What follows belongs to an exercise in optimizing a design on an open flow for small area and a short achievable clock period; a production flow would make more cautious choices. Function was not checked in any run shown here: the RTL went through the layout flow alone. No activity file was given, so power comes from the tool's default toggle rates.

==> design/flow/design.v <==
package neuron_pe_pkg;
	typedef logic signed [32-1:0] pe_word_t;
	typedef logic [$clog2(16)-1:0] wgt_idx_t;
	typedef logic [$clog2(8)-1:0]  in_idx_t;
	typedef logic [$clog2(4)-1:0] out_idx_t;
	typedef logic [2-1:0] pe_cnt_t;
	typedef enum logic [2:0] {
		op_idle    = 3'd0,
		op_load    = 3'd1,
		op_ma      = 3'd2,
		op_mab     = 3'd3,
		op_nop     = 3'd4,
		op_bias    = 3'd5,
		op_act     = 3'd6,
		op_act_clr = 3'd7
	} pe_op_t;
	typedef struct packed {
		pe_op_t op;
		pe_op_t held;
		logic   issue;
		logic   commit;
	} pe_step_t;
endpackage
module csa_fa
(
	input  logic a,
	input  logic b,
	input  logic ci,
	output logic s,
	output logic co
);
	assign s  = a ^ b ^ ci;
	assign co = (a & b) | (a & ci) | (b & ci);
endmodule
module csa_ha
(
	input  logic a,
	input  logic b,
	output logic s,
	output logic co
);
	assign s  = a ^ b;
	assign co = a & b;
endmodule
module neuron_pe
(
	input  logic     clock,
	input  logic     reset,
	input  logic [2:0]  ctrl,
	input  logic        output_ctrl,
	input  logic [31:0] data_in,
	output logic [31:0] data_out,
	output logic     data_out_valid
);
	typedef logic [31:0] w32_t;
	neuron_pe_pkg::pe_op_t ctrl_op;
	assign ctrl_op = neuron_pe_pkg::pe_op_t'(ctrl);
	assign data_out_valid = output_ctrl && (ctrl_op == neuron_pe_pkg::op_idle);
	neuron_pe_pkg::pe_cnt_t cnt;
	neuron_pe_pkg::pe_op_t  held;
	logic timed;
	logic issue;
	logic commit;
	assign timed  = !(ctrl_op == neuron_pe_pkg::op_load || ctrl_op == neuron_pe_pkg::op_nop);
	assign issue  = timed && (cnt == '0);
	assign commit = (cnt == neuron_pe_pkg::pe_cnt_t'(3)) && !reset;
	always_ff @(posedge clock)
	begin
		if (reset || !timed)
			cnt <= '0;
		else
			cnt <= cnt + neuron_pe_pkg::pe_cnt_t'(1);
	end
	always_ff @(posedge clock)
	begin
		if (issue)
			held <= ctrl_op;
	end
	logic is_mult_now;
	logic mult_commit;
	logic act_commit;
	assign is_mult_now = (ctrl_op == neuron_pe_pkg::op_ma || ctrl_op == neuron_pe_pkg::op_mab || ctrl_op == neuron_pe_pkg::op_bias);
	assign mult_commit = commit && (held == neuron_pe_pkg::op_ma || held == neuron_pe_pkg::op_mab || held == neuron_pe_pkg::op_bias);
	assign act_commit  = commit && (held == neuron_pe_pkg::op_act || held == neuron_pe_pkg::op_act_clr);
	w32_t wgt_mem [16];
	neuron_pe_pkg::wgt_idx_t  w_wr;
	neuron_pe_pkg::wgt_idx_t  w_wr_nxt;
	logic [16-1:0] w_rd_hot;
	logic w_full;
	logic load_en;
	w32_t w_cur;
	assign load_en  = (ctrl_op == neuron_pe_pkg::op_load) && !w_full;
	assign w_wr_nxt = w_wr + neuron_pe_pkg::wgt_idx_t'(1);
	always_ff @(posedge clock)
	begin
		if (reset)
		begin
			w_wr     <= '0;
			w_rd_hot <= 16'(1);
			w_full   <= 1'b0;
		end
		else
		begin
			if (load_en)
			begin
				w_wr <= w_wr_nxt;
				if (w_rd_hot[w_wr_nxt])
					w_full <= 1'b1;
			end
			if (mult_commit)
				w_rd_hot <= {w_rd_hot[16-2:0], w_rd_hot[16-1]};
		end
	end
	always_ff @(posedge clock)
	begin
		if (load_en)
			wgt_mem[w_wr] <= data_in;
	end
	always_comb
	begin
		w_cur = '0;
		for (int i = 0; i < 16; i++)
			w_cur = w_cur | (wgt_mem[i] & {32{w_rd_hot[i]}});
	end
	w32_t mul_a;
	logic [8:0] wbits;
	w32_t replay;
	always_ff @(posedge clock)
	begin
		if (issue)
		begin
			case (ctrl_op)
				neuron_pe_pkg::op_ma:   mul_a <= data_in;
				neuron_pe_pkg::op_mab:  mul_a <= replay;
				neuron_pe_pkg::op_bias: mul_a <= 32'd1;
				default:                mul_a <= '0;
			endcase
		end
		else
			mul_a <= {mul_a[23:0], 8'd0};
	end
	always_ff @(posedge clock)
	begin
		if (reset || !is_mult_now)
			wbits <= '0;
		else
			wbits <= {w_cur, 1'b0} >> (8*cnt);
	end
	typedef logic [8-1:0] in_hot_t;
	w32_t in_mem [8];
	neuron_pe_pkg::in_idx_t in_wr;
	neuron_pe_pkg::in_idx_t in_wr_nxt;
	neuron_pe_pkg::in_idx_t in_start;
	in_hot_t in_rd_hot;
	logic    in_full;
	logic    rec_en;
	assign in_wr_nxt = in_wr + neuron_pe_pkg::in_idx_t'(1);
	always_ff @(posedge clock)
	begin
		rec_en <= issue && (ctrl_op == neuron_pe_pkg::op_ma) && !in_full;
	end
	always_ff @(posedge clock)
	begin
		if (reset)
		begin
			in_wr     <= '0;
			in_rd_hot <= in_hot_t'(1);
			in_start  <= '0;
			in_full   <= 1'b0;
		end
		else if (commit)
		begin
			case (held)
				neuron_pe_pkg::op_ma:
				begin
					if (!in_full)
					begin
						in_wr <= in_wr_nxt;
						if (in_rd_hot[in_wr_nxt])
							in_full <= 1'b1;
					end
				end
				neuron_pe_pkg::op_mab:
					in_rd_hot <= {in_rd_hot[8-2:0], in_rd_hot[8-1]};
				neuron_pe_pkg::op_act:
					in_rd_hot <= in_hot_t'(1) << in_start;
				neuron_pe_pkg::op_act_clr:
				begin
					in_rd_hot <= in_hot_t'(1) << in_wr;
					in_start  <= in_wr;
					in_full   <= 1'b0;
				end
				default:
				begin
				end
			endcase
		end
	end
	always_ff @(posedge clock)
	begin
		if (rec_en)
			in_mem[in_wr] <= mul_a;
	end
	always_comb
	begin
		replay = '0;
		for (int i = 0; i < 8; i++)
			replay = replay | (in_mem[i] & {32{in_rd_hot[i]}});
	end
	w32_t acc_s;
	w32_t acc_c;
	w32_t acc;
	w32_t nxt_s;
	w32_t nxt_c;
	w32_t pp [8];
	genvar j;
	generate
		for (j = 0; j < 8; j++)
		begin : g_pp
			assign pp[j] = mul_a & {32{wbits[j+1]}};
		end
	endgenerate
	logic t1;
	logic t2;
	logic t3;
	logic t4;
	logic t5;
	logic t6;
	logic t7;
	logic t8;
	logic t9;
	logic t10;
	logic t11;
	logic t12;
	logic t13;
	logic t14;
	logic t15;
	logic t16;
	logic t17;
	logic t18;
	logic t19;
	logic t20;
	logic t21;
	logic t22;
	logic t23;
	logic t24;
	logic t25;
	logic t26;
	logic t27;
	logic t28;
	logic t29;
	logic t30;
	logic t31;
	logic t32;
	logic t33;
	logic t34;
	logic t35;
	logic t36;
	logic t37;
	logic t38;
	logic t39;
	logic t40;
	logic t41;
	logic t42;
	logic t43;
	logic t44;
	logic t45;
	logic t46;
	logic t47;
	logic t48;
	logic t49;
	logic t50;
	logic t51;
	logic t52;
	logic t53;
	logic t54;
	logic t55;
	logic t56;
	logic t57;
	logic t58;
	logic t59;
	logic t60;
	logic t61;
	logic t62;
	logic t63;
	logic t64;
	logic t65;
	logic t66;
	logic t67;
	logic t68;
	logic t69;
	logic t70;
	logic t71;
	logic t72;
	logic t73;
	logic t74;
	logic t75;
	logic t76;
	logic t77;
	logic t78;
	logic t79;
	logic t80;
	logic t81;
	logic t82;
	logic t83;
	logic t84;
	logic t85;
	logic t86;
	logic t87;
	logic t88;
	logic t89;
	logic t90;
	logic t91;
	logic t92;
	logic t93;
	logic t94;
	logic t95;
	logic t96;
	logic t97;
	logic t98;
	logic t99;
	logic t100;
	logic t101;
	logic t102;
	logic t103;
	logic t104;
	logic t105;
	logic t106;
	logic t107;
	logic t108;
	logic t109;
	logic t110;
	logic t111;
	logic t112;
	logic t113;
	logic t114;
	logic t115;
	logic t116;
	logic t117;
	logic t118;
	logic t119;
	logic t120;
	logic t121;
	logic t122;
	logic t123;
	logic t124;
	logic t125;
	logic t126;
	logic t127;
	logic t128;
	logic t129;
	logic t130;
	logic t131;
	logic t132;
	logic t133;
	logic t134;
	logic t135;
	logic t136;
	logic t137;
	logic t138;
	logic t139;
	logic t140;
	logic t141;
	logic t142;
	logic t143;
	logic t144;
	logic t145;
	logic t146;
	logic t147;
	logic t148;
	logic t149;
	logic t150;
	logic t151;
	logic t152;
	logic t153;
	logic t154;
	logic t155;
	logic t156;
	logic t157;
	logic t158;
	logic t159;
	logic t160;
	logic t161;
	logic t162;
	logic t163;
	logic t164;
	logic t165;
	logic t166;
	logic t167;
	logic t168;
	logic t169;
	logic t170;
	logic t171;
	logic t172;
	logic t173;
	logic t174;
	logic t175;
	logic t176;
	logic t177;
	logic t178;
	logic t179;
	logic t180;
	logic t181;
	logic t182;
	logic t183;
	logic t184;
	logic t185;
	logic t186;
	logic t187;
	logic t188;
	logic t189;
	logic t190;
	logic t191;
	logic t192;
	logic t193;
	logic t194;
	logic t195;
	logic t196;
	logic t197;
	logic t198;
	logic t199;
	logic t200;
	logic t201;
	logic t202;
	logic t203;
	logic t204;
	logic t205;
	logic t206;
	logic t207;
	logic t208;
	logic t209;
	logic t210;
	logic t211;
	logic t212;
	logic t213;
	logic t214;
	logic t215;
	logic t216;
	logic t217;
	logic t218;
	logic t219;
	logic t220;
	logic t221;
	logic t222;
	logic t223;
	logic t224;
	logic t225;
	logic t226;
	logic t227;
	logic t228;
	logic t229;
	logic t230;
	logic t231;
	logic t232;
	logic t233;
	logic t234;
	logic t235;
	logic t236;
	logic t237;
	logic t238;
	logic t239;
	logic t240;
	logic t241;
	logic t242;
	logic t243;
	logic t244;
	logic t245;
	logic t246;
	logic t247;
	logic t248;
	logic t249;
	logic t250;
	logic t251;
	logic t252;
	logic t253;
	logic t254;
	logic t255;
	logic t256;
	logic t257;
	logic t258;
	logic t259;
	logic t260;
	logic t261;
	logic t262;
	logic t263;
	logic t264;
	logic t265;
	logic t266;
	logic t267;
	logic t268;
	logic t269;
	logic t270;
	logic t271;
	logic t272;
	logic t273;
	logic t274;
	logic t275;
	logic t276;
	logic t277;
	logic t278;
	logic t279;
	logic t280;
	logic t281;
	logic t282;
	logic t283;
	logic t284;
	logic t285;
	logic t286;
	logic t287;
	logic t288;
	logic t289;
	logic t290;
	logic t291;
	logic t292;
	logic t293;
	logic t294;
	logic t295;
	logic t296;
	logic t297;
	logic t298;
	logic t299;
	logic t300;
	logic t301;
	logic t302;
	logic t303;
	logic t304;
	logic t305;
	logic t306;
	logic t307;
	logic t308;
	logic t309;
	logic t310;
	logic t311;
	logic t312;
	logic t313;
	logic t314;
	logic t315;
	logic t316;
	logic t317;
	logic t318;
	logic t319;
	logic t320;
	logic t321;
	logic t322;
	logic t323;
	logic t324;
	logic t325;
	logic t326;
	logic t327;
	logic t328;
	logic t329;
	logic t330;
	logic t331;
	logic t332;
	logic t333;
	logic t334;
	logic t335;
	logic t336;
	logic t337;
	logic t338;
	logic t339;
	logic t340;
	logic t341;
	logic t342;
	logic t343;
	logic t344;
	logic t345;
	logic t346;
	logic t347;
	logic t348;
	logic t349;
	logic t350;
	logic t351;
	logic t352;
	logic t353;
	logic t354;
	logic t355;
	logic t356;
	logic t357;
	logic t358;
	logic t359;
	logic t360;
	logic t361;
	logic t362;
	logic t363;
	logic t364;
	logic t365;
	logic t366;
	logic t367;
	logic t368;
	logic t369;
	logic t370;
	logic t371;
	logic t372;
	logic t373;
	logic t374;
	logic t375;
	logic t376;
	logic t377;
	logic t378;
	logic t379;
	logic t380;
	logic t381;
	logic t382;
	logic t383;
	logic t384;
	logic t385;
	logic t386;
	logic t387;
	logic t388;
	logic t389;
	logic t390;
	logic t391;
	logic t392;
	logic t393;
	logic t394;
	logic t395;
	logic t396;
	logic t397;
	logic t398;
	logic t399;
	logic t400;
	logic t401;
	logic t402;
	logic t403;
	logic t404;
	logic t405;
	logic t406;
	logic t407;
	logic t408;
	logic t409;
	logic t410;
	logic t411;
	logic t412;
	logic t413;
	logic t414;
	logic t415;
	logic t416;
	logic t417;
	logic t418;
	logic t419;
	logic t420;
	logic t421;
	logic t422;
	logic t423;
	logic t424;
	logic t425;
	logic t426;
	logic t427;
	logic t428;
	logic t429;
	logic t430;
	logic t431;
	logic t432;
	logic t433;
	logic t434;
	logic t435;
	logic t436;
	logic t437;
	logic t438;
	logic t439;
	logic t440;
	logic t441;
	logic t442;
	logic t443;
	logic t444;
	logic t445;
	logic t446;
	logic t447;
	logic t448;
	csa_ha u_csa1 (.a(acc_s[7]), .b(acc_c[7]), .s(t1), .co(t2));
	csa_fa u_csa2 (.a(acc_s[8]), .b(acc_c[8]), .ci(pp[0][8]), .s(t3), .co(t4));
	csa_fa u_csa3 (.a(acc_s[9]), .b(acc_c[9]), .ci(pp[0][9]), .s(t5), .co(t6));
	csa_fa u_csa4 (.a(acc_s[10]), .b(acc_c[10]), .ci(pp[0][10]), .s(t7), .co(t8));
	csa_fa u_csa5 (.a(acc_s[11]), .b(acc_c[11]), .ci(pp[0][11]), .s(t9), .co(t10));
	csa_fa u_csa6 (.a(acc_s[12]), .b(acc_c[12]), .ci(pp[0][12]), .s(t11), .co(t12));
	csa_fa u_csa7 (.a(acc_s[13]), .b(acc_c[13]), .ci(pp[0][13]), .s(t13), .co(t14));
	csa_fa u_csa8 (.a(acc_s[14]), .b(acc_c[14]), .ci(pp[0][14]), .s(t15), .co(t16));
	csa_fa u_csa9 (.a(acc_s[15]), .b(acc_c[15]), .ci(pp[0][15]), .s(t17), .co(t18));
	csa_fa u_csa10 (.a(acc_s[16]), .b(acc_c[16]), .ci(pp[0][16]), .s(t19), .co(t20));
	csa_fa u_csa11 (.a(acc_s[17]), .b(acc_c[17]), .ci(pp[0][17]), .s(t21), .co(t22));
	csa_fa u_csa12 (.a(acc_s[18]), .b(acc_c[18]), .ci(pp[0][18]), .s(t23), .co(t24));
	csa_fa u_csa13 (.a(acc_s[19]), .b(acc_c[19]), .ci(pp[0][19]), .s(t25), .co(t26));
	csa_fa u_csa14 (.a(acc_s[20]), .b(acc_c[20]), .ci(pp[0][20]), .s(t27), .co(t28));
	csa_fa u_csa15 (.a(acc_s[21]), .b(acc_c[21]), .ci(pp[0][21]), .s(t29), .co(t30));
	csa_fa u_csa16 (.a(acc_s[22]), .b(acc_c[22]), .ci(pp[0][22]), .s(t31), .co(t32));
	csa_fa u_csa17 (.a(acc_s[23]), .b(acc_c[23]), .ci(pp[0][23]), .s(t33), .co(t34));
	csa_fa u_csa18 (.a(acc_s[24]), .b(acc_c[24]), .ci(pp[0][24]), .s(t35), .co(t36));
	csa_fa u_csa19 (.a(acc_s[25]), .b(acc_c[25]), .ci(pp[0][25]), .s(t37), .co(t38));
	csa_fa u_csa20 (.a(acc_s[26]), .b(acc_c[26]), .ci(pp[0][26]), .s(t39), .co(t40));
	csa_fa u_csa21 (.a(acc_s[27]), .b(acc_c[27]), .ci(pp[0][27]), .s(t41), .co(t42));
	csa_fa u_csa22 (.a(acc_s[28]), .b(acc_c[28]), .ci(pp[0][28]), .s(t43), .co(t44));
	csa_fa u_csa23 (.a(acc_s[29]), .b(acc_c[29]), .ci(pp[0][29]), .s(t45), .co(t46));
	csa_fa u_csa24 (.a(acc_s[30]), .b(acc_c[30]), .ci(pp[0][30]), .s(t47), .co(t48));
	csa_fa u_csa25 (.a(acc_s[31]), .b(acc_c[31]), .ci(pp[0][31]), .s(t49), .co());
	csa_ha u_csa26 (.a(acc_s[4]), .b(acc_c[4]), .s(t50), .co(t51));
	csa_fa u_csa27 (.a(acc_s[5]), .b(acc_c[5]), .ci(pp[0][5]), .s(t52), .co(t53));
	csa_ha u_csa28 (.a(pp[1][4]), .b(pp[2][3]), .s(t54), .co(t55));
	csa_fa u_csa29 (.a(acc_s[6]), .b(acc_c[6]), .ci(pp[0][6]), .s(t56), .co(t57));
	csa_fa u_csa30 (.a(pp[1][5]), .b(pp[2][4]), .ci(pp[3][3]), .s(t58), .co(t59));
	csa_ha u_csa31 (.a(pp[4][2]), .b(pp[5][1]), .s(t60), .co(t61));
	csa_fa u_csa32 (.a(pp[0][7]), .b(pp[1][6]), .ci(pp[2][5]), .s(t62), .co(t63));
	csa_fa u_csa33 (.a(pp[3][4]), .b(pp[4][3]), .ci(pp[5][2]), .s(t64), .co(t65));
	csa_fa u_csa34 (.a(pp[6][1]), .b(pp[7][0]), .ci(t1), .s(t66), .co(t67));
	csa_fa u_csa35 (.a(pp[1][7]), .b(pp[2][6]), .ci(pp[3][5]), .s(t68), .co(t69));
	csa_fa u_csa36 (.a(pp[4][4]), .b(pp[5][3]), .ci(pp[6][2]), .s(t70), .co(t71));
	csa_fa u_csa37 (.a(pp[7][1]), .b(t3), .ci(t2), .s(t72), .co(t73));
	csa_fa u_csa38 (.a(pp[1][8]), .b(pp[2][7]), .ci(pp[3][6]), .s(t74), .co(t75));
	csa_fa u_csa39 (.a(pp[4][5]), .b(pp[5][4]), .ci(pp[6][3]), .s(t76), .co(t77));
	csa_fa u_csa40 (.a(pp[7][2]), .b(t5), .ci(t4), .s(t78), .co(t79));
	csa_fa u_csa41 (.a(pp[1][9]), .b(pp[2][8]), .ci(pp[3][7]), .s(t80), .co(t81));
	csa_fa u_csa42 (.a(pp[4][6]), .b(pp[5][5]), .ci(pp[6][4]), .s(t82), .co(t83));
	csa_fa u_csa43 (.a(pp[7][3]), .b(t7), .ci(t6), .s(t84), .co(t85));
	csa_fa u_csa44 (.a(pp[1][10]), .b(pp[2][9]), .ci(pp[3][8]), .s(t86), .co(t87));
	csa_fa u_csa45 (.a(pp[4][7]), .b(pp[5][6]), .ci(pp[6][5]), .s(t88), .co(t89));
	csa_fa u_csa46 (.a(pp[7][4]), .b(t9), .ci(t8), .s(t90), .co(t91));
	csa_fa u_csa47 (.a(pp[1][11]), .b(pp[2][10]), .ci(pp[3][9]), .s(t92), .co(t93));
	csa_fa u_csa48 (.a(pp[4][8]), .b(pp[5][7]), .ci(pp[6][6]), .s(t94), .co(t95));
	csa_fa u_csa49 (.a(pp[7][5]), .b(t11), .ci(t10), .s(t96), .co(t97));
	csa_fa u_csa50 (.a(pp[1][12]), .b(pp[2][11]), .ci(pp[3][10]), .s(t98), .co(t99));
	csa_fa u_csa51 (.a(pp[4][9]), .b(pp[5][8]), .ci(pp[6][7]), .s(t100), .co(t101));
	csa_fa u_csa52 (.a(pp[7][6]), .b(t13), .ci(t12), .s(t102), .co(t103));
	csa_fa u_csa53 (.a(pp[1][13]), .b(pp[2][12]), .ci(pp[3][11]), .s(t104), .co(t105));
	csa_fa u_csa54 (.a(pp[4][10]), .b(pp[5][9]), .ci(pp[6][8]), .s(t106), .co(t107));
	csa_fa u_csa55 (.a(pp[7][7]), .b(t15), .ci(t14), .s(t108), .co(t109));
	csa_fa u_csa56 (.a(pp[1][14]), .b(pp[2][13]), .ci(pp[3][12]), .s(t110), .co(t111));
	csa_fa u_csa57 (.a(pp[4][11]), .b(pp[5][10]), .ci(pp[6][9]), .s(t112), .co(t113));
	csa_fa u_csa58 (.a(pp[7][8]), .b(t17), .ci(t16), .s(t114), .co(t115));
	csa_fa u_csa59 (.a(pp[1][15]), .b(pp[2][14]), .ci(pp[3][13]), .s(t116), .co(t117));
	csa_fa u_csa60 (.a(pp[4][12]), .b(pp[5][11]), .ci(pp[6][10]), .s(t118), .co(t119));
	csa_fa u_csa61 (.a(pp[7][9]), .b(t19), .ci(t18), .s(t120), .co(t121));
	csa_fa u_csa62 (.a(pp[1][16]), .b(pp[2][15]), .ci(pp[3][14]), .s(t122), .co(t123));
	csa_fa u_csa63 (.a(pp[4][13]), .b(pp[5][12]), .ci(pp[6][11]), .s(t124), .co(t125));
	csa_fa u_csa64 (.a(pp[7][10]), .b(t21), .ci(t20), .s(t126), .co(t127));
	csa_fa u_csa65 (.a(pp[1][17]), .b(pp[2][16]), .ci(pp[3][15]), .s(t128), .co(t129));
	csa_fa u_csa66 (.a(pp[4][14]), .b(pp[5][13]), .ci(pp[6][12]), .s(t130), .co(t131));
	csa_fa u_csa67 (.a(pp[7][11]), .b(t23), .ci(t22), .s(t132), .co(t133));
	csa_fa u_csa68 (.a(pp[1][18]), .b(pp[2][17]), .ci(pp[3][16]), .s(t134), .co(t135));
	csa_fa u_csa69 (.a(pp[4][15]), .b(pp[5][14]), .ci(pp[6][13]), .s(t136), .co(t137));
	csa_fa u_csa70 (.a(pp[7][12]), .b(t25), .ci(t24), .s(t138), .co(t139));
	csa_fa u_csa71 (.a(pp[1][19]), .b(pp[2][18]), .ci(pp[3][17]), .s(t140), .co(t141));
	csa_fa u_csa72 (.a(pp[4][16]), .b(pp[5][15]), .ci(pp[6][14]), .s(t142), .co(t143));
	csa_fa u_csa73 (.a(pp[7][13]), .b(t27), .ci(t26), .s(t144), .co(t145));
	csa_fa u_csa74 (.a(pp[1][20]), .b(pp[2][19]), .ci(pp[3][18]), .s(t146), .co(t147));
	csa_fa u_csa75 (.a(pp[4][17]), .b(pp[5][16]), .ci(pp[6][15]), .s(t148), .co(t149));
	csa_fa u_csa76 (.a(pp[7][14]), .b(t29), .ci(t28), .s(t150), .co(t151));
	csa_fa u_csa77 (.a(pp[1][21]), .b(pp[2][20]), .ci(pp[3][19]), .s(t152), .co(t153));
	csa_fa u_csa78 (.a(pp[4][18]), .b(pp[5][17]), .ci(pp[6][16]), .s(t154), .co(t155));
	csa_fa u_csa79 (.a(pp[7][15]), .b(t31), .ci(t30), .s(t156), .co(t157));
	csa_fa u_csa80 (.a(pp[1][22]), .b(pp[2][21]), .ci(pp[3][20]), .s(t158), .co(t159));
	csa_fa u_csa81 (.a(pp[4][19]), .b(pp[5][18]), .ci(pp[6][17]), .s(t160), .co(t161));
	csa_fa u_csa82 (.a(pp[7][16]), .b(t33), .ci(t32), .s(t162), .co(t163));
	csa_fa u_csa83 (.a(pp[1][23]), .b(pp[2][22]), .ci(pp[3][21]), .s(t164), .co(t165));
	csa_fa u_csa84 (.a(pp[4][20]), .b(pp[5][19]), .ci(pp[6][18]), .s(t166), .co(t167));
	csa_fa u_csa85 (.a(pp[7][17]), .b(t35), .ci(t34), .s(t168), .co(t169));
	csa_fa u_csa86 (.a(pp[1][24]), .b(pp[2][23]), .ci(pp[3][22]), .s(t170), .co(t171));
	csa_fa u_csa87 (.a(pp[4][21]), .b(pp[5][20]), .ci(pp[6][19]), .s(t172), .co(t173));
	csa_fa u_csa88 (.a(pp[7][18]), .b(t37), .ci(t36), .s(t174), .co(t175));
	csa_fa u_csa89 (.a(pp[1][25]), .b(pp[2][24]), .ci(pp[3][23]), .s(t176), .co(t177));
	csa_fa u_csa90 (.a(pp[4][22]), .b(pp[5][21]), .ci(pp[6][20]), .s(t178), .co(t179));
	csa_fa u_csa91 (.a(pp[7][19]), .b(t39), .ci(t38), .s(t180), .co(t181));
	csa_fa u_csa92 (.a(pp[1][26]), .b(pp[2][25]), .ci(pp[3][24]), .s(t182), .co(t183));
	csa_fa u_csa93 (.a(pp[4][23]), .b(pp[5][22]), .ci(pp[6][21]), .s(t184), .co(t185));
	csa_fa u_csa94 (.a(pp[7][20]), .b(t41), .ci(t40), .s(t186), .co(t187));
	csa_fa u_csa95 (.a(pp[1][27]), .b(pp[2][26]), .ci(pp[3][25]), .s(t188), .co(t189));
	csa_fa u_csa96 (.a(pp[4][24]), .b(pp[5][23]), .ci(pp[6][22]), .s(t190), .co(t191));
	csa_fa u_csa97 (.a(pp[7][21]), .b(t43), .ci(t42), .s(t192), .co(t193));
	csa_fa u_csa98 (.a(pp[1][28]), .b(pp[2][27]), .ci(pp[3][26]), .s(t194), .co(t195));
	csa_fa u_csa99 (.a(pp[4][25]), .b(pp[5][24]), .ci(pp[6][23]), .s(t196), .co(t197));
	csa_fa u_csa100 (.a(pp[7][22]), .b(t45), .ci(t44), .s(t198), .co(t199));
	csa_fa u_csa101 (.a(pp[1][29]), .b(pp[2][28]), .ci(pp[3][27]), .s(t200), .co(t201));
	csa_fa u_csa102 (.a(pp[4][26]), .b(pp[5][25]), .ci(pp[6][24]), .s(t202), .co(t203));
	csa_fa u_csa103 (.a(pp[7][23]), .b(t47), .ci(t46), .s(t204), .co(t205));
	csa_fa u_csa104 (.a(pp[1][30]), .b(pp[2][29]), .ci(pp[3][28]), .s(t206), .co());
	csa_fa u_csa105 (.a(pp[4][27]), .b(pp[5][26]), .ci(pp[6][25]), .s(t207), .co());
	csa_fa u_csa106 (.a(pp[7][24]), .b(t49), .ci(t48), .s(t208), .co());
	csa_ha u_csa107 (.a(acc_s[2]), .b(acc_c[2]), .s(t209), .co(t210));
	csa_fa u_csa108 (.a(acc_s[3]), .b(acc_c[3]), .ci(pp[0][3]), .s(t211), .co(t212));
	csa_ha u_csa109 (.a(pp[1][2]), .b(pp[2][1]), .s(t213), .co(t214));
	csa_fa u_csa110 (.a(pp[0][4]), .b(pp[1][3]), .ci(pp[2][2]), .s(t215), .co(t216));
	csa_fa u_csa111 (.a(pp[3][1]), .b(pp[4][0]), .ci(t50), .s(t217), .co(t218));
	csa_fa u_csa112 (.a(pp[3][2]), .b(pp[4][1]), .ci(pp[5][0]), .s(t219), .co(t220));
	csa_fa u_csa113 (.a(t52), .b(t54), .ci(t51), .s(t221), .co(t222));
	csa_fa u_csa114 (.a(pp[6][0]), .b(t56), .ci(t58), .s(t223), .co(t224));
	csa_fa u_csa115 (.a(t60), .b(t53), .ci(t55), .s(t225), .co(t226));
	csa_fa u_csa116 (.a(t62), .b(t64), .ci(t66), .s(t227), .co(t228));
	csa_fa u_csa117 (.a(t57), .b(t59), .ci(t61), .s(t229), .co(t230));
	csa_fa u_csa118 (.a(t68), .b(t70), .ci(t72), .s(t231), .co(t232));
	csa_fa u_csa119 (.a(t63), .b(t65), .ci(t67), .s(t233), .co(t234));
	csa_fa u_csa120 (.a(t74), .b(t76), .ci(t78), .s(t235), .co(t236));
	csa_fa u_csa121 (.a(t69), .b(t71), .ci(t73), .s(t237), .co(t238));
	csa_fa u_csa122 (.a(t80), .b(t82), .ci(t84), .s(t239), .co(t240));
	csa_fa u_csa123 (.a(t75), .b(t77), .ci(t79), .s(t241), .co(t242));
	csa_fa u_csa124 (.a(t86), .b(t88), .ci(t90), .s(t243), .co(t244));
	csa_fa u_csa125 (.a(t81), .b(t83), .ci(t85), .s(t245), .co(t246));
	csa_fa u_csa126 (.a(t92), .b(t94), .ci(t96), .s(t247), .co(t248));
	csa_fa u_csa127 (.a(t87), .b(t89), .ci(t91), .s(t249), .co(t250));
	csa_fa u_csa128 (.a(t98), .b(t100), .ci(t102), .s(t251), .co(t252));
	csa_fa u_csa129 (.a(t93), .b(t95), .ci(t97), .s(t253), .co(t254));
	csa_fa u_csa130 (.a(t104), .b(t106), .ci(t108), .s(t255), .co(t256));
	csa_fa u_csa131 (.a(t99), .b(t101), .ci(t103), .s(t257), .co(t258));
	csa_fa u_csa132 (.a(t110), .b(t112), .ci(t114), .s(t259), .co(t260));
	csa_fa u_csa133 (.a(t105), .b(t107), .ci(t109), .s(t261), .co(t262));
	csa_fa u_csa134 (.a(t116), .b(t118), .ci(t120), .s(t263), .co(t264));
	csa_fa u_csa135 (.a(t111), .b(t113), .ci(t115), .s(t265), .co(t266));
	csa_fa u_csa136 (.a(t122), .b(t124), .ci(t126), .s(t267), .co(t268));
	csa_fa u_csa137 (.a(t117), .b(t119), .ci(t121), .s(t269), .co(t270));
	csa_fa u_csa138 (.a(t128), .b(t130), .ci(t132), .s(t271), .co(t272));
	csa_fa u_csa139 (.a(t123), .b(t125), .ci(t127), .s(t273), .co(t274));
	csa_fa u_csa140 (.a(t134), .b(t136), .ci(t138), .s(t275), .co(t276));
	csa_fa u_csa141 (.a(t129), .b(t131), .ci(t133), .s(t277), .co(t278));
	csa_fa u_csa142 (.a(t140), .b(t142), .ci(t144), .s(t279), .co(t280));
	csa_fa u_csa143 (.a(t135), .b(t137), .ci(t139), .s(t281), .co(t282));
	csa_fa u_csa144 (.a(t146), .b(t148), .ci(t150), .s(t283), .co(t284));
	csa_fa u_csa145 (.a(t141), .b(t143), .ci(t145), .s(t285), .co(t286));
	csa_fa u_csa146 (.a(t152), .b(t154), .ci(t156), .s(t287), .co(t288));
	csa_fa u_csa147 (.a(t147), .b(t149), .ci(t151), .s(t289), .co(t290));
	csa_fa u_csa148 (.a(t158), .b(t160), .ci(t162), .s(t291), .co(t292));
	csa_fa u_csa149 (.a(t153), .b(t155), .ci(t157), .s(t293), .co(t294));
	csa_fa u_csa150 (.a(t164), .b(t166), .ci(t168), .s(t295), .co(t296));
	csa_fa u_csa151 (.a(t159), .b(t161), .ci(t163), .s(t297), .co(t298));
	csa_fa u_csa152 (.a(t170), .b(t172), .ci(t174), .s(t299), .co(t300));
	csa_fa u_csa153 (.a(t165), .b(t167), .ci(t169), .s(t301), .co(t302));
	csa_fa u_csa154 (.a(t176), .b(t178), .ci(t180), .s(t303), .co(t304));
	csa_fa u_csa155 (.a(t171), .b(t173), .ci(t175), .s(t305), .co(t306));
	csa_fa u_csa156 (.a(t182), .b(t184), .ci(t186), .s(t307), .co(t308));
	csa_fa u_csa157 (.a(t177), .b(t179), .ci(t181), .s(t309), .co(t310));
	csa_fa u_csa158 (.a(t188), .b(t190), .ci(t192), .s(t311), .co(t312));
	csa_fa u_csa159 (.a(t183), .b(t185), .ci(t187), .s(t313), .co(t314));
	csa_fa u_csa160 (.a(t194), .b(t196), .ci(t198), .s(t315), .co(t316));
	csa_fa u_csa161 (.a(t189), .b(t191), .ci(t193), .s(t317), .co(t318));
	csa_fa u_csa162 (.a(t200), .b(t202), .ci(t204), .s(t319), .co(t320));
	csa_fa u_csa163 (.a(t195), .b(t197), .ci(t199), .s(t321), .co(t322));
	csa_fa u_csa164 (.a(t206), .b(t207), .ci(t208), .s(t323), .co());
	csa_fa u_csa165 (.a(t201), .b(t203), .ci(t205), .s(t324), .co());
	csa_ha u_csa166 (.a(acc_s[1]), .b(acc_c[1]), .s(t325), .co(t326));
	csa_fa u_csa167 (.a(pp[0][2]), .b(pp[1][1]), .ci(pp[2][0]), .s(t327), .co(t328));
	csa_fa u_csa168 (.a(pp[3][0]), .b(t211), .ci(t213), .s(t329), .co(t330));
	csa_fa u_csa169 (.a(t215), .b(t217), .ci(t212), .s(t331), .co(t332));
	csa_fa u_csa170 (.a(t219), .b(t221), .ci(t216), .s(t333), .co(t334));
	csa_fa u_csa171 (.a(t223), .b(t225), .ci(t220), .s(t335), .co(t336));
	csa_fa u_csa172 (.a(t227), .b(t229), .ci(t224), .s(t337), .co(t338));
	csa_fa u_csa173 (.a(t231), .b(t233), .ci(t228), .s(t339), .co(t340));
	csa_fa u_csa174 (.a(t235), .b(t237), .ci(t232), .s(t341), .co(t342));
	csa_fa u_csa175 (.a(t239), .b(t241), .ci(t236), .s(t343), .co(t344));
	csa_fa u_csa176 (.a(t243), .b(t245), .ci(t240), .s(t345), .co(t346));
	csa_fa u_csa177 (.a(t247), .b(t249), .ci(t244), .s(t347), .co(t348));
	csa_fa u_csa178 (.a(t251), .b(t253), .ci(t248), .s(t349), .co(t350));
	csa_fa u_csa179 (.a(t255), .b(t257), .ci(t252), .s(t351), .co(t352));
	csa_fa u_csa180 (.a(t259), .b(t261), .ci(t256), .s(t353), .co(t354));
	csa_fa u_csa181 (.a(t263), .b(t265), .ci(t260), .s(t355), .co(t356));
	csa_fa u_csa182 (.a(t267), .b(t269), .ci(t264), .s(t357), .co(t358));
	csa_fa u_csa183 (.a(t271), .b(t273), .ci(t268), .s(t359), .co(t360));
	csa_fa u_csa184 (.a(t275), .b(t277), .ci(t272), .s(t361), .co(t362));
	csa_fa u_csa185 (.a(t279), .b(t281), .ci(t276), .s(t363), .co(t364));
	csa_fa u_csa186 (.a(t283), .b(t285), .ci(t280), .s(t365), .co(t366));
	csa_fa u_csa187 (.a(t287), .b(t289), .ci(t284), .s(t367), .co(t368));
	csa_fa u_csa188 (.a(t291), .b(t293), .ci(t288), .s(t369), .co(t370));
	csa_fa u_csa189 (.a(t295), .b(t297), .ci(t292), .s(t371), .co(t372));
	csa_fa u_csa190 (.a(t299), .b(t301), .ci(t296), .s(t373), .co(t374));
	csa_fa u_csa191 (.a(t303), .b(t305), .ci(t300), .s(t375), .co(t376));
	csa_fa u_csa192 (.a(t307), .b(t309), .ci(t304), .s(t377), .co(t378));
	csa_fa u_csa193 (.a(t311), .b(t313), .ci(t308), .s(t379), .co(t380));
	csa_fa u_csa194 (.a(t315), .b(t317), .ci(t312), .s(t381), .co(t382));
	csa_fa u_csa195 (.a(t319), .b(t321), .ci(t316), .s(t383), .co(t384));
	csa_fa u_csa196 (.a(t323), .b(t324), .ci(t320), .s(t385), .co());
	csa_ha u_csa197 (.a(acc_s[0]), .b(acc_c[0]), .s(t386), .co(t387));
	csa_fa u_csa198 (.a(pp[0][1]), .b(pp[1][0]), .ci(t325), .s(t388), .co(t389));
	csa_fa u_csa199 (.a(t209), .b(t327), .ci(t326), .s(t390), .co(t391));
	csa_fa u_csa200 (.a(t210), .b(t329), .ci(t328), .s(t392), .co(t393));
	csa_fa u_csa201 (.a(t214), .b(t331), .ci(t330), .s(t394), .co(t395));
	csa_fa u_csa202 (.a(t218), .b(t333), .ci(t332), .s(t396), .co(t397));
	csa_fa u_csa203 (.a(t222), .b(t335), .ci(t334), .s(t398), .co(t399));
	csa_fa u_csa204 (.a(t226), .b(t337), .ci(t336), .s(t400), .co(t401));
	csa_fa u_csa205 (.a(t230), .b(t339), .ci(t338), .s(t402), .co(t403));
	csa_fa u_csa206 (.a(t234), .b(t341), .ci(t340), .s(t404), .co(t405));
	csa_fa u_csa207 (.a(t238), .b(t343), .ci(t342), .s(t406), .co(t407));
	csa_fa u_csa208 (.a(t242), .b(t345), .ci(t344), .s(t408), .co(t409));
	csa_fa u_csa209 (.a(t246), .b(t347), .ci(t346), .s(t410), .co(t411));
	csa_fa u_csa210 (.a(t250), .b(t349), .ci(t348), .s(t412), .co(t413));
	csa_fa u_csa211 (.a(t254), .b(t351), .ci(t350), .s(t414), .co(t415));
	csa_fa u_csa212 (.a(t258), .b(t353), .ci(t352), .s(t416), .co(t417));
	csa_fa u_csa213 (.a(t262), .b(t355), .ci(t354), .s(t418), .co(t419));
	csa_fa u_csa214 (.a(t266), .b(t357), .ci(t356), .s(t420), .co(t421));
	csa_fa u_csa215 (.a(t270), .b(t359), .ci(t358), .s(t422), .co(t423));
	csa_fa u_csa216 (.a(t274), .b(t361), .ci(t360), .s(t424), .co(t425));
	csa_fa u_csa217 (.a(t278), .b(t363), .ci(t362), .s(t426), .co(t427));
	csa_fa u_csa218 (.a(t282), .b(t365), .ci(t364), .s(t428), .co(t429));
	csa_fa u_csa219 (.a(t286), .b(t367), .ci(t366), .s(t430), .co(t431));
	csa_fa u_csa220 (.a(t290), .b(t369), .ci(t368), .s(t432), .co(t433));
	csa_fa u_csa221 (.a(t294), .b(t371), .ci(t370), .s(t434), .co(t435));
	csa_fa u_csa222 (.a(t298), .b(t373), .ci(t372), .s(t436), .co(t437));
	csa_fa u_csa223 (.a(t302), .b(t375), .ci(t374), .s(t438), .co(t439));
	csa_fa u_csa224 (.a(t306), .b(t377), .ci(t376), .s(t440), .co(t441));
	csa_fa u_csa225 (.a(t310), .b(t379), .ci(t378), .s(t442), .co(t443));
	csa_fa u_csa226 (.a(t314), .b(t381), .ci(t380), .s(t444), .co(t445));
	csa_fa u_csa227 (.a(t318), .b(t383), .ci(t382), .s(t446), .co(t447));
	csa_fa u_csa228 (.a(t322), .b(t385), .ci(t384), .s(t448), .co());
	assign nxt_s[0] = pp[0][0];
	assign nxt_c[0] = t386;
	assign nxt_s[1] = t388;
	assign nxt_c[1] = t387;
	assign nxt_s[2] = t390;
	assign nxt_c[2] = t389;
	assign nxt_s[3] = t392;
	assign nxt_c[3] = t391;
	assign nxt_s[4] = t394;
	assign nxt_c[4] = t393;
	assign nxt_s[5] = t396;
	assign nxt_c[5] = t395;
	assign nxt_s[6] = t398;
	assign nxt_c[6] = t397;
	assign nxt_s[7] = t400;
	assign nxt_c[7] = t399;
	assign nxt_s[8] = t402;
	assign nxt_c[8] = t401;
	assign nxt_s[9] = t404;
	assign nxt_c[9] = t403;
	assign nxt_s[10] = t406;
	assign nxt_c[10] = t405;
	assign nxt_s[11] = t408;
	assign nxt_c[11] = t407;
	assign nxt_s[12] = t410;
	assign nxt_c[12] = t409;
	assign nxt_s[13] = t412;
	assign nxt_c[13] = t411;
	assign nxt_s[14] = t414;
	assign nxt_c[14] = t413;
	assign nxt_s[15] = t416;
	assign nxt_c[15] = t415;
	assign nxt_s[16] = t418;
	assign nxt_c[16] = t417;
	assign nxt_s[17] = t420;
	assign nxt_c[17] = t419;
	assign nxt_s[18] = t422;
	assign nxt_c[18] = t421;
	assign nxt_s[19] = t424;
	assign nxt_c[19] = t423;
	assign nxt_s[20] = t426;
	assign nxt_c[20] = t425;
	assign nxt_s[21] = t428;
	assign nxt_c[21] = t427;
	assign nxt_s[22] = t430;
	assign nxt_c[22] = t429;
	assign nxt_s[23] = t432;
	assign nxt_c[23] = t431;
	assign nxt_s[24] = t434;
	assign nxt_c[24] = t433;
	assign nxt_s[25] = t436;
	assign nxt_c[25] = t435;
	assign nxt_s[26] = t438;
	assign nxt_c[26] = t437;
	assign nxt_s[27] = t440;
	assign nxt_c[27] = t439;
	assign nxt_s[28] = t442;
	assign nxt_c[28] = t441;
	assign nxt_s[29] = t444;
	assign nxt_c[29] = t443;
	assign nxt_s[30] = t446;
	assign nxt_c[30] = t445;
	assign nxt_s[31] = t448;
	assign nxt_c[31] = t447;
	always_ff @(posedge clock)
	begin
		if (reset || act_commit)
		begin
			acc_s <= '0;
			acc_c <= '0;
		end
		else
		begin
			acc_s <= nxt_s;
			acc_c <= nxt_c;
		end
	end
	assign acc = acc_s + acc_c;
	w32_t out_mem [4];
	neuron_pe_pkg::out_idx_t o_wr;
	neuron_pe_pkg::out_idx_t o_wr_nxt;
	neuron_pe_pkg::out_idx_t o_rd;
	logic o_full;
	logic push;
	logic pop;
	assign push = act_commit && !o_full;
	assign pop  = commit && (held == neuron_pe_pkg::op_idle) && output_ctrl;
	assign o_wr_nxt = o_wr + neuron_pe_pkg::out_idx_t'(1);
	always_ff @(posedge clock)
	begin
		if (reset)
		begin
			o_wr   <= '0;
			o_rd   <= '0;
			o_full <= 1'b0;
		end
		else
		begin
			if (push)
			begin
				o_wr <= o_wr_nxt;
				if (o_wr_nxt == o_rd)
					o_full <= 1'b1;
			end
			if (pop)
				o_rd <= o_rd + neuron_pe_pkg::out_idx_t'(1);
		end
	end
	always_ff @(posedge clock)
	begin
		if (push)
			out_mem[o_wr] <= acc;
	end
	assign data_out = out_mem[o_rd];
endmodule
==> design/flow/run.sh <==
#!/bin/bash
# synth_recipe.tcl (not shown) runs the flow's synth.tcl, then flattens the netlist and writes it again
# the make line also repeats each setting of config.mk as NAME=value (left out here)
make -C /OpenROAD-flow-scripts/flow DESIGN_CONFIG=/design/flow/config.mk WORK_HOME=/design/flow/orfs CLKGATE_MAP_FILE= SYNTH_SCRIPT=/design/flow/synth_recipe.tcl finish
==> design/flow/config.mk <==
export PLATFORM = sky130hd
export DESIGN_NAME = neuron_pe
export DESIGN_NICKNAME = neuron_pe
export VERILOG_FILES = /design/flow/design.v
export SDC_FILE = /design/flow/constraint.sdc
export NUM_CORES = 4
export LEC_CHECK = 0
export CAP_MARGIN = 20
export CORE_MARGIN = 2
export CORE_UTILIZATION = 40
export CTS_BUF_LIST = sky130_fd_sc_hd__clkbuf_8
export CTS_CLUSTER_DIAMETER = 50
export CTS_CLUSTER_SIZE = 20
export SETUP_SLACK_MARGIN = 4.5
export SLEW_MARGIN = 20
export SYNTH_HIERARCHICAL = 1
export SYNTH_MINIMUM_KEEP_SIZE = 0
export TNS_END_PERCENT = 1
==> design/flow/constraint.sdc <==
create_clock -name core_clock -period 8.0 [get_ports {clock}]
set_input_delay 1.6000 -clock core_clock [delete_from_list [all_inputs] [get_ports {clock}]]
set_output_delay 1.6000 -clock core_clock [all_outputs]
set_load 0.01 [all_outputs]
==> flow_metrics.py, run 1 <==
metrics = {
    "run_status": {
        "status": "no timing/DRC/antenna violations",
    },
    "floorplan": {
        "core_um2": 112000,
        "initial_utilization_pct": 40.2,
        "num_io_pins": 71,
        "die_area_um2": 115000,
        "die_height_um": 340,
        "rows": 123,
        "die_w_um": 340,
    },
    "layout": {
        "fillers": 9690,
        "drive_above_1_share_pct": 11.9,
        "instances_no_fill": 4518,
        "nNetsFinal": 3239,
        "area_delta_synth_final_pct": 11.7,
    },
    "global_routing": {
        "grt_max_degree": 50,
        "grt_pass1_wl_um": 178000,
        "grt_pass1_vias": 27200,
        "antenna_found_initial": 11,
        "grtUsageTotal_pct": 20.8,
        "grt.overflow.total": 0,
    },
    "drt": {
        "drt_iter0_markers": 2934,
        "vias": 26100,
        "ant_nets": 0,
        "drt_wl_total_um": 121000,
        "drtPass1Iterations": 6,
        "drcViolationCount": 0,
        "post_drt_wl_per_cell_um": 26.7,
        "vias_per_cell": 5.77,
    },
    "critical_path": {
        "crit_arrival_ns": 2.30,
        "r2r_setup_slack_ns": 4.22,
        "crit_path_end_kind": "output port",
        "critPathLaunch": "ctrl[2]",
        "r2r_cells": 7,
        "start_kind": "primary input",
        "worstSetupPathType": "primary input to output port",
        "r2r_end": "acc_s[23]",
        "required_ns": 6.40,
        "worstPathMaxFanout": 2,
        "endpoint": "data_out_valid",
        "r2r-start": "mul_a[23]",
    },
    "power_and_ir_drop": {
        "intPower_w": 0.00765,
        "power.share.clock_pct": 36.1,
        "p_switching_w": 0.00240,
        "p_comb_share_pct": 3.9,
        "swShare_pct": 23.9,
        "pwr-share-seq_pct": 60.0,
        "power.leakage_nw": 17.4,
        "power_w": 0.0100,
        "cellPowerDensity_nw_per_um2": 200,
        "vdd_drop_max_mv": 0.139,
    },
    "clock_tree": {
        "cts_made_buffers": 99,
        "clkLatencyLatePin_ns": 0.82,
        "htree_levels": 3,
        "cts_sinks": 1049,
        "clk_path_buf_depth": 3,
        "cts_tree": "built",
        "clock-root-buffer": "clkbuf_8",
        "clkTransAtPathRegs_ns": 0.09,
    },
    "synthesis": {
        "yosysWarnings": 9,
        "syn_area_per_cell_um2": 15.8,
        "synthArstFlopShare_pct": 0,
        "synth_area_leaders": "edfxtp_1, fa_1, dfxtp_1, a22oi_1, and2_1",
        "synth.net_count": 3159,
        "synth.top_cell.area_share_pct": 59.9,
        "postSynthCellCount": 2850,
        "synthesis.area_um2": 45100,
        "synth_most_common_cell": "edfxtp_1",
        "ys_top_cells_by_count": "edfxtp_1, and2_1, a22oi_1, fa_1, clkbuf_1",
        "ys_seq_elements": 1049,
        "synth_cell_types": 60,
        "ys_seq_area_share_pct": 66.6,
        "synth_area_leader_cell": "edfxtp_1",
        "synth_flop_cell": "edfxtp_1",
        "synth_edf_count": 899,
    },
    "placed_design": {
        "gp_congestion": 0.799,
        "portBuffers": 70,
        "preCtsSetupSlack_ns": 3.00,
        "hpwl_um": 68200,
        "dp_cells": 4320,
    },
    "sta": {
        "finalWorstSetupSlack_ns": 4.10,
        "maxSlewViolCount": 0,
        "rsz0062_at_grt": "yes",
        "max_freq_mhz": 256,
        "setup_viol": 0,
        "skew_ns": 0.0681,
        "tightestPinTransition_ns": 1.10,
        "hold_viol": 0,
        "post-route-period-util_pct": 48.7,
        "period_minus_slack_ns": 3.90,
        "tns_ns": 0,
        "max_slew_margin_pct": 26.4,
    },
    "job": {
        "cap_violations": 0,
    },
    "worst_hold_path": {
        "min_path_type": "flop to flop",
        "hold_depth": 2,
    },
}
cell usage in the layout, fill, tap and decap left out, types with 11 or more instances in the layout:
master and count:
a2111oi_0 16, a21o_1 11, a21oi_1 78, a221oi_1 33, a222oi_1 33, a22o_1 32
a22oi_1 262, a31oi_1 47, and2_1 296, buf_4 73, clkbuf_8 101, clkdlybuf4s15_1 15
clkdlybuf4s50_1 32, clkinv_2 12, dfxtp_1 143, edfxtp_1 899, fa_1 221, ha_1 50
inv_1 25, inv_6 11, mux2i_1 23, mux4_2 38, nand2_1 77, nand3_1 46
nand4_1 38, nor2_1 91, nor2_4 19, o21ai_0 35, xnor2_1 25, xor2_1 17
modules after synthesis, one instance, submodules excluded:
module     flops+latches  area, µm²  copies in the design
neuron_pe           1049      40600                     1
csa_fa                 0       20.0                   220
csa_ha                 0       12.5                     8
what timing repair did:
action | CTS | global route
resized for setup | 99 | 16
hold buffers | 0 | 0
setup buffers | 5 | 1
pin swaps | 1 | 0
endpoints found under the setup margin | 452 | 99
gates cloned | 3 | 0
cell families (layout without fill, tap and decap cells):
kind of cell	count (synthesis)	count (layout)	synth area share [%]
other	0	4	0
and+or+nand+nor	628	628	7.54
DFF	1049	1049	66.6
buffers and inverters	192	356	1.64
muxes	63	63	2.46
AOI/OAI and AO/OA	605	605	9.77
adders and majority gates	271	271	11.2
xor gates and xnor gates	42	42	0.816
flip-flops by register name (all words and copies together), names as in the netlist, named ones only:
name       count
rec_en         1
in_full        1
out_mem      128
mul_a         32
acc_c         32
held           3
w_full         1
in_start       3
wgt_mem      512
w_rd_hot      16
cnt            2
acc_s         32
w_wr           4
o_full         1
in_wr          3
o_rd           2
in_rd_hot      8
o_wr           2
wbits          8
in_mem       256
critical path, cell delays in order:
cell and delay, ns:
buf_12 0.10, nor4b_4 0.38, buf_2 0.21
worst min-delay path by stage:
stage / end / slack, ns / start
floorplan: rec_en / 0.42 / in_full
global placement: in_start[1] / 0.46 / in_start[1]
detailed placement: in_start[1] / 0.47 / in_start[1]
CTS: in_start[1] / 0.49 / in_start[1]
global route: rec_en / 0.50 / in_full
finish: in_start[1] / 0.49 / in_start[1]
area by class of cell:
| cell class | instances | area (µm²) | area share (%) |
|---|---|---|---|
| antenna | 4 | 10.0 | 0.0199 |
| clock buffer | 101 | 1390 | 2.76 |
| clock inverter | 84 | 908 | 1.81 |
| inverter | 19 | 71.3 | 0.142 |
| multi-input combinational | 1609 | 14600 | 29.0 |
| sequential | 1049 | 30000 | 59.6 |
| tap | 1500 | 1880 | 3.73 |
| timing repair buffer | 152 | 1450 | 2.88 |
stage by stage:
step / hold slack, ns / instance area [µm²] / utilization (%)
after floorplan: 0.423 / 45300 / -
after global placement: 0.460 / 47800 / 42.6
after detailed placement: 0.467 / 47800 / 42.6
after CTS: 0.489 / 50300 / 44.8
after global routing: 0.497 / 50300 / 44.9
final: 0.488 / 50300 / 44.9
power groups by stage:
stage | combinational [W] | sequential, W | clock [W]
after detailed placement | 0.000391 | 0.00615 | 0
after floorplan | 0.000214 | 0.00611 | 0
after global placement | 0.000380 | 0.00615 | 0
after CTS | 0.000395 | 0.00603 | 0.00370
after global routing | 0.000430 | 0.00603 | 0.00390
final | 0.000393 | 0.00603 | 0.00363
metal layers:
metal | wire [µm] | up-vias | track usage (%) | share of wire (%)
met3 | 9570 | 225 | 4.02 | 7.9
li1 | - | 11100 | - | -
met1 | 48200 | 13600 | 26.9 | 40
met5 | 12 | - | 0 | 0.0099
met4 | 3630 | 2 | 6.73 | 3.0
met2 | 59300 | 1121 | 35.4 | 49
==> inputs of run 2 (changes only) <==
--- a/design/flow/design.v
+++ b/design/flow/design.v
@@ -975,3 +975,29 @@
 	end
-	assign acc = acc_s + acc_c;
+	logic [31:0] bk_g [6];
+	logic [31:0] bk_p [6];
+	logic [31:0] bk_c;
+	always_comb
+	begin
+		bk_g[0] = acc_s & acc_c;
+		bk_p[0] = acc_s ^ acc_c;
+		for (int l = 1; l <= 5; l++)
+		begin
+			bk_g[l] = bk_g[l-1];
+			bk_p[l] = bk_p[l-1];
+			for (int i = 0; i < 32; i++)
+				if ((i % (1 << l)) == (1 << l) - 1)
+				begin
+					bk_g[l][i] = bk_g[l-1][i] | (bk_p[l-1][i] & bk_g[l-1][i - (1 << (l-1))]);
+					bk_p[l][i] = bk_p[l-1][i] & bk_p[l-1][i - (1 << (l-1))];
+				end
+		end
+		bk_c = bk_g[5];
+		for (int l = 4; l >= 1; l--)
+			for (int i = 0; i < 32; i++)
+				if ((i % (1 << l)) == (1 << (l-1)) - 1 && i >= (1 << l))
+					bk_c[i] = bk_g[l-1][i] | (bk_p[l-1][i] & bk_c[i - (1 << (l-1))]);
+		for (int i = 2; i < 32; i += 2)
+			bk_c[i] = bk_g[0][i] | (bk_p[0][i] & bk_c[i-1]);
+	end
+	assign acc = bk_p[0] ^ {bk_c[30:0], 1'b0};
 	w32_t out_mem [4];
@@ -979,3 +1005,3 @@
 	neuron_pe_pkg::out_idx_t o_wr_nxt;
-	neuron_pe_pkg::out_idx_t o_rd;
+	logic [4-1:0] o_rd_hot;
 	logic o_full;
@@ -991,3 +1017,3 @@
 			o_wr   <= '0;
-			o_rd   <= '0;
+			o_rd_hot <= 4'(1);
 			o_full <= 1'b0;
@@ -999,3 +1025,3 @@
 				o_wr <= o_wr_nxt;
-				if (o_wr_nxt == o_rd)
+				if (o_rd_hot[o_wr_nxt])
 					o_full <= 1'b1;
@@ -1003,3 +1029,3 @@
 			if (pop)
-				o_rd <= o_rd + neuron_pe_pkg::out_idx_t'(1);
+				o_rd_hot <= {o_rd_hot[4-2:0], o_rd_hot[4-1]};
 		end
@@ -1011,3 +1037,8 @@
 	end
-	assign data_out = out_mem[o_rd];
+	always_comb
+	begin
+		data_out = '0;
+		for (int i = 0; i < 4; i++)
+			data_out = data_out | (out_mem[i] & {32{o_rd_hot[i]}});
+	end
 endmodule
==> design/flow/flow/run.sh (new file) <==
#!/bin/bash
# Layout flow: the standard layout (standard.sh, ORFS), with
# - the pins of the combinational input-to-output path placed next to each
#   other (flow/io_group.tcl, run just before ORFS places the pins);
# - plain buffers (buf_2) as the port buffers, which the resizer then sizes,
#   instead of the delay cells buffer_ports picks by default.
set -euo pipefail
here=$(pwd)
cts="-sink_clustering_enable -repair_clock_nets -sink_clustering_size 20 -sink_clustering_max_diameter 50 -buf_list sky130_fd_sc_hd__clkbuf_8 -dont_use_dummy_load"
bash standard.sh finish \
	PRE_IO_PLACEMENT_TCL="$here/flow/io_group.tcl" \
	CTS_ARGS="$cts" \
	BUFFER_PORTS_ARGS="-inputs -outputs -buffer_cell sky130_fd_sc_hd__buf_2" \
	> "$here/standard.log" 2>&1
==> design/flow/flow/io_group.tcl (new file) <==
# The only input-to-output path, ctrl and output_ctrl to data_out_valid,
# is purely combinational; keep its five pins next to each other so that
# their port buffers and the gate between them sit together.
set_io_pin_constraint -group -order -pin_names {ctrl[0] ctrl[1] ctrl[2] output_ctrl data_out_valid}
==> design/flow/standard.sh (new file) <==
#!/bin/bash
# synth_recipe.tcl (not shown) runs the flow's synth.tcl, then flattens the netlist and writes it again
# the make line also repeats each setting of config.mk as NAME=value (left out here)
make -C /OpenROAD-flow-scripts/flow DESIGN_CONFIG=/design/flow/config.mk WORK_HOME=/design/flow/orfs CLKGATE_MAP_FILE= SYNTH_SCRIPT=/design/flow/synth_recipe.tcl "${@:-finish}"
removed: design/flow/run.sh
==> run 2 against run 1 <==
Compared with the run above:
- synthesized area shrank 1.0%
- core utilization shrank 0.97 points
- power shrank 9.0%
- still clean on timing, DRC and antenna
- non-clock buffer count shrank 1
- synthesized cell count shrank 2.0%
- hold slack lost 0.015 ns
- final cell count shrank 3.4%
- clock-buffer cell count shrank 4
==> flow_metrics.py, run 2 <==
metrics = {
    "run_status": {
        "status": "no timing/DRC/antenna violations",
    },
    "sta": {
        "hold_viol": 0,
        "rsz0062_at_grt": "yes",
        "max_slew_margin_pct": 21.8,
        "skew_ns": 0.136,
        "tns_ns": 0,
        "tightestPinTransition_ns": 1.17,
        "post-route-period-util_pct": 46.6,
        "setup_viol": 0,
        "max_freq_mhz": 268,
        "maxSlewViolCount": 0,
        "finalWorstSetupSlack_ns": 4.27,
        "period_minus_slack_ns": 3.73,
    },
    "placed_design": {
        "gp_congestion": 0.795,
        "hpwl_um": 69200,
        "portBuffers": 70,
        "placedInstanceArea_um2": 47000,
        "preCtsSetupSlack_ns": 3.42,
    },
    "layout": {
        "nNetsFinal": 3194,
        "final_common_cell": "edfxtp_1",
        "final_cell_area_um2": 48600,
        "reg_top3": "wgt_mem (512), in_mem (256), out_mem (128)",
        "drive_above_1_share_pct": 11.1,
        "area_delta_synth_final_pct": 8.90,
        "final_cell_mix": "edfxtp_1, and2_1, fa_1, a22oi_1, dfxtp_1",
        "top_register": "wgt_mem",
        "largest_reg_flops": 512,
    },
    "power_and_ir_drop": {
        "p_comb_share_pct": 4.0,
        "p_switching_w": 0.00200,
        "power.share.clock_pct": 30.0,
        "pwr-share-seq_pct": 66.0,
        "swShare_pct": 21.8,
        "power.leakage_nw": 16.9,
        "vdd_drop_max_mv": 0.117,
        "cellPowerDensity_nw_per_um2": 188,
        "intPower_w": 0.00715,
    },
    "synthesis": {
        "ys_top_cells_by_count": "edfxtp_1, and2_1, fa_1, a22oi_1, clkbuf_1",
        "synthArstFlopShare_pct": 0,
        "synth_area_leader_cell": "edfxtp_1",
        "synth.top_cell.area_share_pct": 60.5,
        "synthesis.area_um2": 44600,
        "ys_seq_elements": 1049,
        "yosysWarnings": 13,
        "synth.net_count": 3114,
        "synth_flop_cell": "edfxtp_1",
        "synth_cell_types": 56,
        "ys_seq_area_share_pct": 67.3,
        "postSynthCellCount": 2792,
        "synth_most_common_cell": "edfxtp_1",
        "syn_area_per_cell_um2": 16.0,
        "synth_edf_count": 899,
        "synth_area_leaders": "edfxtp_1, fa_1, dfxtp_1, and2_1, a22oi_1",
    },
    "clock_tree": {
        "clock-root-buffer": "clkbuf_8",
        "clkTransAtPathRegs_ns": 0.09,
        "clkLatencyLatePin_ns": 0.80,
        "cts_made_buffers": 97,
        "clk_path_buf_depth": 3,
        "htree_levels": 3,
        "ctsHoldBuffers": 0,
        "cts_tree": "built",
        "cts_sinks": 1049,
    },
    "critical_path": {
        "crit_path_end_kind": "output port",
        "required_ns": 6.40,
        "slowest_stage": "nor4b_4",
        "crit_arrival_ns": 2.13,
        "worstSetupPathType": "primary input to output port",
        "crit_path_cell_trace": "buf_12 > nor4b_4 > buf_2",
        "start_kind": "primary input",
        "critical-path-max-stage-delay_ns": 0.25,
        "worstPathMaxFanout": 3,
    },
    "floorplan": {
        "die_area_um2": 114000,
        "rows": 122,
        "core_um2": 111000,
        "die_w_um": 338,
        "die_height_um": 338,
        "initial_utilization_pct": 40.3,
        "num_io_pins": 71,
    },
    "drt": {
        "vias": 25800,
        "ant_nets": 0,
        "drt_iter0_markers": 3082,
        "drcViolationCount": 0,
        "vias_per_cell": 5.90,
        "drtPass1Iterations": 6,
        "drt_wl_total_um": 120000,
        "post_drt_wl_per_cell_um": 27.6,
    },
    "worst_hold_path": {
        "min_path_type": "flop to flop",
    },
    "global_routing": {
        "grtUsageTotal_pct": 21.3,
        "grt.overflow.total": 0,
        "grt_max_degree": 65,
        "grt_pass1_vias": 27000,
        "grt_pass1_wl_um": 178000,
        "antenna_found_initial": 7,
    },
    "job": {
        "cap_violations": 0,
    },
}
run 2: through the flow:
stage / total power [W] / hold WS [ns] / std cells / utilization, %
final: 0.00914 / 0.473 / 4364 / 43.9
after global routing: 0.00942 / 0.508 / 4361 / 43.9
after CTS: 0.00920 / 0.476 / 4349 / 43.7
after detailed placement: 0.00651 / 0.462 / 4250 / 42.5
after global placement: 0.00650 / 0.451 / 4248 / 42.4
after floorplan: 0.00631 / 0.423 / 2792 / -
run 2: power by group through the flow:
stage / combinational (W) / clock, W / sequential, W
2_1_floorplan: 0.000201 / 0 / 0.00611
3_3_place_gp: 0.000347 / 0 / 0.00615
3_5_place_dp: 0.000358 / 0 / 0.00615
4_1_cts: 0.000364 / 0.00280 / 0.00603
5_1_grt: 0.000399 / 0.00298 / 0.00604
6_report: 0.000364 / 0.00274 / 0.00603
run 2: cells by family after synthesis:
logic type               after synthesis  share of synthesized area, %
AO/OA/AOI/OAI                        600                          10.4
XOR/XNOR                              26                         0.511
adder cells (fa/ha/maj)              284                          11.9
buffers and inverters                214                          1.81
flip-flops                          1049                          67.3
multiplexers                          38                          1.05
AND/OR/NAND/NOR                      581                          7.05
run 2: repair_timing:
item	in CTS	in global routing
buffers inserted	2	9
endpoints found under the setup margin	157	253
pin swaps	1	11
resized for setup	21	14
run 2: layout make-up:
type                            instances  area (µm²)
Timing Repair Buffer                  151        1040
Antenna cell                            6        15.0
Fill cell                            9715       62100
Multi-Input combinational cell       1529       14100
Tap cell                             1488        1860
Sequential cell                      1049       30000
Inverter                               44         168
Clock buffer                           97        1340
run 2: per-module statistics from Yosys (local to each module, per instance):
module     cells  cell area [µm²]  times used  flip-flops and latches
neuron_pe   2564            40100           1                    1049
csa_fa         1             20.0         220                       0
csa_ha         1             12.5           8                       0
run 2: layer usage:
layer / vias to the layer above / global-route usage [%] / part of all wire, %
li1: 10800 / - / -
met2: 1257 / 34.0 / 48
met5: - / 0 / 0.0083
met4: 2 / 5.90 / 2.3
met3: 202 / 3.73 / 9.1
met1: 13500 / 30.0 / 41
run 2: final timing paths:
check | depth (start not counted) | slack [ns] | startpoint | end
worst max-delay path | 3 | 4.27 | ctrl[0] | data_out_valid
worst min-delay path | 1 | 0.47 | cnt[0] | cnt[0]
worst max register to register | 6 | 4.29 | wbits[7] | acc_s[31]
worst min register to register | 1 | 0.47 | cnt[0] | cnt[0]
run 2: critical path, delay by kind of cell:
| kind | cells | cell delay [ns] |
|---|---|---|
| buffers and inverters | 2 | 0.28 |
| AND/OR/NAND/NOR | 1 | 0.25 |

## static timing again, ports no longer ideal
No port has a modelled driver above. Below, the same layouts with a new extraction and two added sets of constraints.
Step 1: set_driving_cell puts a clkbuf_16 on clock and a buf_2 on each other input, an assumption about the parent block.
Step 2 times the ports against the registers' clock, not the clock port: input delays grow and output delays shrink by t, the midpoint of the rising clock arrivals with the driver on.
Three values: no drivers, after step 1, after step 2; two values: the first two.
| run | t, ns | slack for setup (ns) | worst setup path at the end | clock arrival spread, ns | worst data-port slew with drivers (ns) |
|---|---|---|---|---|---|
| run 1 | 0.851 | 4.101 / 3.963 / 3.516 | input to register | 0.068 / 0.068 | 0.21 |
| run 2 | 0.807 | 4.275 / 4.220 / 3.528 | input to register | 0.146 / 0.146 | 0.13 |
After both steps every run listed still meets setup and hold. For run 2, which loses most, drivers alone change the setup slack by -0.055 ns; drivers and shift together by -0.747 ns.
